Source: an optimization exercise on an open RTL-to-GDS flow (aim: small area, a short achievable clock period and few clock cycles per item). Production flows keep margins and buffers that such runs may drop.
Only simulation tests tie the RTL to the original design; equivalence was not proved.

$ cat flow/design.v
module ahb_ml_mac_acc #(
  parameter int DATA_W  = 16,
  parameter int VEC_LEN = 8,
  parameter int ACC_W   = 40
) (
  input  logic        HCLK,
  input  logic        HRESETn,
  input  logic        HSEL,
  input  logic        HREADY,
  input  logic [1:0]  HTRANS,
  input  logic [2:0]  HSIZE,
  input  logic        HWRITE,
  input  logic [31:0] HADDR,
  input  logic [31:0] HWDATA,
  output logic        HREADYOUT,
  output logic [1:0]  HRESP,
  output logic [31:0] HRDATA,
  output logic        IRQ
);
  localparam int SW = 35;    
  logic       sel;
  logic       a_ctrl_n, a_len_n, a_lo_n, a_hi_n, a_x_n, a_w_n;
  logic       t_ctrl, t_len, t_lo, t_hi, t_x, t_w, wr_q;
  logic [2:0] j_q;
  assign sel      = HSEL & HREADY & HTRANS[1];
  assign a_ctrl_n = sel & (HADDR[7:0] == 8'h00);
  assign a_len_n  = sel & (HADDR[7:0] == 8'h04);
  assign a_lo_n   = sel & (HADDR[7:0] == 8'h08);
  assign a_hi_n   = sel & (HADDR[7:0] == 8'h0C);
  assign a_x_n    = sel & (HADDR[7:5] == 3'b010) & (HADDR[1:0] == 2'b00);
  assign a_w_n    = sel & (HADDR[7:5] == 3'b100) & (HADDR[1:0] == 2'b00);
  always_ff @(posedge HCLK or negedge HRESETn) begin
    if (!HRESETn) begin
      t_ctrl <= 1'b0;
      t_len  <= 1'b0;
      t_lo   <= 1'b0;
      t_hi   <= 1'b0;
      t_x    <= 1'b0;
      t_w    <= 1'b0;
      wr_q   <= 1'b0;
      j_q    <= '0;
    end else begin
      t_ctrl <= a_ctrl_n;
      t_len  <= a_len_n;
      t_lo   <= a_lo_n;
      t_hi   <= a_hi_n;
      t_x    <= a_x_n;
      t_w    <= a_w_n;
      wr_q   <= HWRITE;
      j_q    <= HADDR[4:2];
    end
  end
  logic signed [DATA_W-1:0] x_q [VEC_LEN];
  logic signed [DATA_W-1:0] w_q [VEC_LEN];
  logic [3:0]  len_q;
  logic [3:0]  eff_q;
  logic        ie_q, done_q, busy_q, cap_q;
  logic        hold_a, hold_b;
  logic [2:0]  kx_q, kw_q;
  logic signed [SW-1:0] s_q;
  logic signed [SW-1:0] r_q;
  logic        ctrl_we, clear_go, start_go, caught_up;
  logic        wx, ww, wop, len_we, restart;
  logic [3:0]  len_wr;
  assign ctrl_we   = wr_q & t_ctrl;
  assign clear_go  = ctrl_we & HWDATA[1];
  assign start_go  = ctrl_we & HWDATA[0] & ~HWDATA[1] & ~busy_q;
  assign caught_up = (eff_q == len_q);
  assign wx     = wr_q & t_x & ~busy_q;
  assign ww     = wr_q & t_w & ~busy_q;
  assign wop    = wx | ww;
  assign len_we = wr_q & t_len & ~busy_q;
  assign len_wr = (HWDATA > 32'd8) ? 4'd8 : HWDATA[3:0];
  assign restart = len_we & (len_wr < eff_q);
  always_ff @(posedge HCLK or negedge HRESETn) begin
    if (!HRESETn) begin
      for (int i = 0; i < VEC_LEN; i++) begin
        x_q[i] <= '0;
        w_q[i] <= '0;
      end
      len_q <= '0;
      ie_q  <= 1'b0;
    end else begin
      for (int i = 0; i < VEC_LEN; i++) begin
        if (wx & (j_q == 3'(i)))
          x_q[i] <= HWDATA[DATA_W-1:0];
        if (ww & (j_q == 3'(i)))
          w_q[i] <= HWDATA[DATA_W-1:0];
      end
      if (len_we)
        len_q <= len_wr;
      if (ctrl_we)
        ie_q <= HWDATA[2];
    end
  end
  logic signed [DATA_W-1:0] xk, wk;
  logic        need_delta, step_full, take_a, take_b, step;
  logic signed [DATA_W-1:0] a_new, a_old, b_in;
  logic signed [DATA_W:0]   a_in;
  assign xk = x_q[kx_q];
  assign wk = w_q[kw_q];
  assign need_delta = wop & ({1'b0, j_q} < eff_q);
  assign step_full  = ~need_delta & ~len_we & ~hold_a & ~hold_b & (eff_q < len_q) &
                      (kx_q == eff_q[2:0]) & (kw_q == eff_q[2:0]);
  assign take_a     = busy_q & ~hold_a & (eff_q < len_q) & (kx_q == eff_q[2:0]);
  assign take_b     = busy_q & ~hold_b & (eff_q < len_q) & (kw_q == eff_q[2:0]);
  assign step       = step_full | (busy_q & ((hold_a | take_a) & (hold_b | take_b)));
  assign a_new = wop ? HWDATA[DATA_W-1:0] : xk;
  assign a_old = need_delta ? (wx ? xk : wk) : '0;
  assign b_in  = ww ? xk : wk;
  assign a_in  = {a_new[DATA_W-1], a_new} - {a_old[DATA_W-1], a_old};
  logic signed [DATA_W:0]   a1_q;
  logic signed [DATA_W-1:0] b1_q;
  logic                     v1_q;
  logic signed [31:0]       p2_q;
  logic                     v2_q;
  logic signed [SW-1:0]     s_next;
  logic [3:0] eff_next;
  assign eff_next = restart ? 4'd0 : (step ? eff_q + 4'd1 : eff_q);
  always_ff @(posedge HCLK) begin
    if (need_delta | step_full | take_a)
      a1_q <= a_in;
    if (need_delta | step_full | take_b)
      b1_q <= b_in;
    p2_q <= a1_q * b1_q;
  end
  assign s_next = s_q + (v2_q ? SW'(p2_q) : SW'(0));
  always_ff @(posedge HCLK or negedge HRESETn) begin
    if (!HRESETn) begin
      v1_q   <= 1'b0;
      v2_q   <= 1'b0;
      s_q    <= '0;
      eff_q  <= '0;
      hold_a <= 1'b0;
      hold_b <= 1'b0;
    end else begin
      v1_q  <= (need_delta | step) & ~restart;
      v2_q  <= v1_q & ~restart;
      s_q   <= restart ? '0 : s_next;
      eff_q <= eff_next;
      if (step | ~busy_q | clear_go) begin
        hold_a <= 1'b0;
        hold_b <= 1'b0;
      end else begin
        hold_a <= hold_a | take_a;
        hold_b <= hold_b | take_b;
      end
    end
  end
  logic busy_next;
  logic nx_x, nx_w;
  assign busy_next = ~clear_go & (start_go | busy_q) & ~caught_up;
  assign nx_x = a_x_n;
  assign nx_w = a_w_n;
  always_ff @(posedge HCLK or negedge HRESETn) begin
    if (!HRESETn) begin
      busy_q <= 1'b0;
      done_q <= 1'b0;
      cap_q  <= 1'b0;
      r_q    <= '0;
      kx_q   <= '0;
      kw_q   <= '0;
    end else begin
      busy_q <= busy_next;
      cap_q  <= ~clear_go & (start_go | busy_q) & caught_up;
      if (clear_go | start_go)
        done_q <= 1'b0;
      else if (busy_q & caught_up)
        done_q <= 1'b1;
      if (start_go & caught_up)
        done_q <= 1'b1;
      if (clear_go)
        r_q <= '0;
      else if (cap_q)
        r_q <= s_next;
      kx_q <= (nx_x | (nx_w & ~busy_next)) ? HADDR[4:2] : eff_next[2:0];
      kw_q <= (nx_w | (nx_x & ~busy_next)) ? HADDR[4:2] : eff_next[2:0];
    end
  end
  logic [31:0] rdata;
  assign rdata = ({32{t_ctrl}} & {28'd0, 1'b0, ie_q, done_q, busy_q}) |
                 ({32{t_len}}  & {28'd0, len_q}) |
                 ({32{t_lo}}   & r_q[31:0]) |
                 ({32{t_hi}}   & {{29{r_q[SW-1]}}, r_q[SW-1:32]}) |
                 ({32{t_x}}    & 32'(xk)) |
                 ({32{t_w}}    & 32'(wk));
  assign HRDATA    = rdata;
  assign HREADYOUT = 1'b1;
  assign HRESP     = 2'b00;
  assign IRQ       = done_q & ie_q;
  logic unused_ok;
  assign unused_ok = ^{HSIZE, HTRANS[0], HADDR[31:8]};
endmodule
$ cat flow/run.sh
#!/bin/bash
# synth_recipe.tcl (not shown) runs the flow's synth.tcl, then flattens the netlist and writes it again
# the make line also repeats each setting of config.mk as NAME=value (left out here)
make -C /OpenROAD-flow-scripts/flow DESIGN_CONFIG=/design/flow/config.mk WORK_HOME=/design/flow/orfs CLKGATE_MAP_FILE= SYNTH_SCRIPT=/design/flow/synth_recipe.tcl finish
$ cat flow/constraint.sdc
create_clock -name core_clock -period 11.0 [get_ports {HCLK}]
set_input_delay 2.2000 -clock core_clock [delete_from_list [all_inputs] [get_ports {HCLK}]]
set_output_delay 2.2000 -clock core_clock [all_outputs]
set_load 0.01 [all_outputs]
$ cat flow/config.mk
export PLATFORM = sky130hd
export DESIGN_NAME = ahb_ml_mac_acc
export DESIGN_NICKNAME = ahb_ml_mac_acc
export VERILOG_FILES = /design/flow/design.v
export SDC_FILE = /design/flow/constraint.sdc
export NUM_CORES = 4
export LEC_CHECK = 0
export CAP_MARGIN = 20
export CORE_MARGIN = 2
export CORE_UTILIZATION = 40
export SLEW_MARGIN = 20
==> impl_metrics.py <==
metrics = {
    "drt": {
        "routedWlPerCell_um": 19.18,
        "drc": 0,
        "via_count": 21970,
        "drt-vias-per-instance": 5.266,
        "drt-initial-drc-count": 1323,
        "drt-total-wl_um": 79980,
        "drt_pass1_iterations": 5,
        "postRouteAntennaNets": 0,
    },
    "sta": {
        "rsz0062_at_grt": "false",
        "slew_viol_final": 0,
        "fin_crit_sh_pct": 60.46,
        "setup_viol": 0,
        "hold_viol": 0,
        "fin_crit_ns": 6.651,
        "slew_headroom_pct": 26.23,
        "max_freq_mhz": 150.4,
        "clock_skew_ns": 0.06647,
        "tns_ns": 0,
        "worst_pin_slew_ns": 1.103,
    },
    "worst_setup_path": {
        "crit_family": "buffers and inverters",
        "reg2reg_to": "p2_q[30]",
        "path_class": "reg -> out",
        "rrSetupSlack_ns": 4.39,
        "critPathMaxFanout": 40,
        "slowest_stage": "nor2_1",
        "cp.required_ns": 8.80,
        "arrival_ns": 4.45,
        "rr_worst_depth": 20,
        "path_buf_inv": 3,
        "max_stage_delay_ns": 0.69,
        "worstSetupEndpoint": "HRDATA[2]",
        "r2r_start": "b1_q[1]",
        "cp.depth": 8,
        "crit_start": "kx_q[0]",
        "startpoint_type": "register",
        "crit_path_cell_trace": "buf_4, inv_1, nor2_1, a22o_1, a221o_1, o21ai_0, o221ai_1, clkdlybuf4s50_1",
        "end_kind": "output port",
    },
    "synth": {
        "synth_flop_cell": "dfrtp_1",
        "synth.top_cells.by_count": "inv_1 (361), dfrtp_1 (358), nand2_1 (357), mux2_2 (299), fa_1 (272)",
        "yosysMostFrequentCell": "inv_1",
        "avgSynthCellArea_um2": 10.25,
        "synth_edf_count": 33,
        "yosysTopAreaCell": "dfrtp_1",
        "ys_ff_latch": 423,
        "synth-async-reset-ratio_pct": 84.63,
        "ys_types": 93,
        "syn_inst": 3072,
        "synthTopCellsByArea": "dfrtp_1 (28%), fa_1 (17%), mux2_2 (11%)",
        "ys_warn_count": 3,
        "synth_top_area_share_pct": 28.46,
        "seq_area_frac_synth_pct": 33.64,
        "synth_area_um2": 31480,
    },
    "status": {
        "status": "finished clean",
    },
    "floorplanning": {
        "rows": 102,
        "fp.dieH_um": 284.5,
        "die_area_um2": 80970,
        "coreArea_um2": 77720,
        "start_util_pct": 40.51,
        "die_w_um": 284.5,
        "num_io_pins": 110,
    },
    "clock_network": {
        "cts_resized": 0,
        "cts_tree": "yes",
        "clkSlewWorstSetupHoldPaths_ns": 0.06,
        "clk_path_buf_depth": 3,
        "numCtsBuffers": 44,
        "postCtsHoldBufs": 0,
        "clock_sinks": 423,
        "cts_root_buf": "clkbuf_16",
        "cts.htree.levels": 2,
        "post-cts-setup-buffer-count": 0,
        "worstSkewPairLatency_ns": 0.60,
    },
    "place": {
        "place_inst": 4091,
        "hpwl_um": 56240,
        "io_buffers": 78,
        "place.gp.congestion": 0.8369,
        "dpl_cell_area_um2": 33340,
    },
    "run": {
        "drv_cap": 0,
    },
    "global_routing": {
        "grtUsageTotal_pct": 19.80,
        "grt_max_degree": 149,
        "grt_pass1_vias": 22040,
        "globalRouteOverflowTotal": 0,
        "grt_pass1_wl_um": 126300,
        "antenna_found_initial": 1,
    },
    "final_layout": {
        "diodes": 0,
        "fin_cells": 4171,
        "layout.nets": 3585,
        "drive_gt1_share_pct": 14.95,
        "area_growth_pct": 10.75,
        "finish.instance_area_um2": 34870,
    },
    "worst_hold_path": {
        "hold_path_class": "reg -> reg",
    },
}
-- through the flow --
step	hold slack, ns	setup WS (ns)	utilization (%)
2_1_floorplan	0.4385	4.968	-
3_5_place_dp	0.4554	4.392	42.90
6_report	0.5004	4.349	44.86
5_1_grt	0.5073	3.996	44.86
3_3_place_gp	0.4579	4.402	42.90
4_1_cts	0.5017	4.349	44.86
-- flip-flops by register name (all words and copies together), names as in the netlist, 3 cells and up --
signal  cells
w_q       128
len_q       4
p2_q       32
kw_q        3
a1_q       17
b1_q       16
j_q         3
kx_q        3
r_q        35
eff_q       4
x_q       128
s_q        35
-- cell type report --
type / count / area [um2]
Clock buffer: 69 / 1355
Clock inverter: 11 / 170.2
Fill cell: 7442 / 42860
Inverter: 363 / 1363
Multi-Input combinational cell: 2136 / 18910
Sequential cell: 423 / 10590
Tap cell: 1040 / 1301
Timing Repair Buffer: 129 / 1181
-- layer usage --
metal,part of all wire [%],global-route usage [%],vias up
li1,-,-,10190
met1,46,27.57,11210
met2,47,32.21,448
met3,4.8,2.929,114
met4,2.6,5.368,0
met5,0,0,-
-- logic make-up after synthesis --
| logic type | count (synthesis) | share of synthesized area [%] |
|---|---|---|
| AO/OA/AOI/OAI | 412 | 9.081 |
| XOR/XNOR | 87 | 2.420 |
| adder cells (fa/ha/maj) | 414 | 22.94 |
| buffers and inverters | 514 | 6.323 |
| flip-flops | 423 | 33.64 |
| multiplexers | 344 | 12.45 |
| other | 2 | 0.02385 |
| AND/OR/NAND/NOR | 876 | 13.13 |
-- worst min path at each step --
| stage | depth (start not counted) | to | startpoint |
|---|---|---|---|
| 2_1_floorplan | 1 | v2_q | v1_q |
| 3_3_place_gp | 1 | v2_q | v1_q |
| 3_5_place_dp | 1 | v2_q | v1_q |
| 4_1_cts | 1 | x_q[0][2] | x_q[0][2] |
| 5_1_grt | 1 | w_q[1][13] | w_q[1][13] |
| 6_report | 1 | w_q[1][15] | w_q[1][15] |
-- cells in the final DEF, fill, tap and decap left out, types with 25 or more instances in the layout --
master / n
ha_1: 142
nor2_1: 186
xor2_1: 28
clkdlybuf4s50_1: 77
edfxtp_1: 33
clkbuf_16: 44
dfrtp_1: 358
nand3_1: 41
mux2i_1: 36
a21o_1: 29
o21a_1: 29
buf_4: 50
mux2_2: 299
fa_1: 272
and2_1: 169
o21ai_0: 74
a21oi_1: 94
xnor2_1: 59
nor2b_1: 25
inv_1: 361
nand2_1: 357
dfxtp_1: 32
a221oi_1: 28
Testbench counts, summed over its fixed seeds: cycles 28,076, items 2,000.

==> what the ideal ports hide <==
The results above use ideal ports. As a check the final layout listed here was re-extracted and re-timed, cells and wires unchanged.
Step 1 sets driving cells, clkbuf_16 on the clock port and buf_2 on the other inputs (assumed; they add their load-dependent delay and slew).
Step 2 times the ports against the registers' clock, not the clock port: input delays grow and output delays shrink by t, the midpoint of the rising clock arrivals with the driver on.
a / b / c = ideal / step 1 / step 2; a / b = the first two.
t, ns: 0.624
slack for setup (ns): 4.349 / 4.291 / 4.390
hold slack, ns: 0.500 / 0.500 / 0.500
worst setup path after step 2: register to register
After both steps this run still meets setup and hold. For this run, drivers alone change the setup slack by -0.058 ns; drivers and shift together by +0.041 ns.
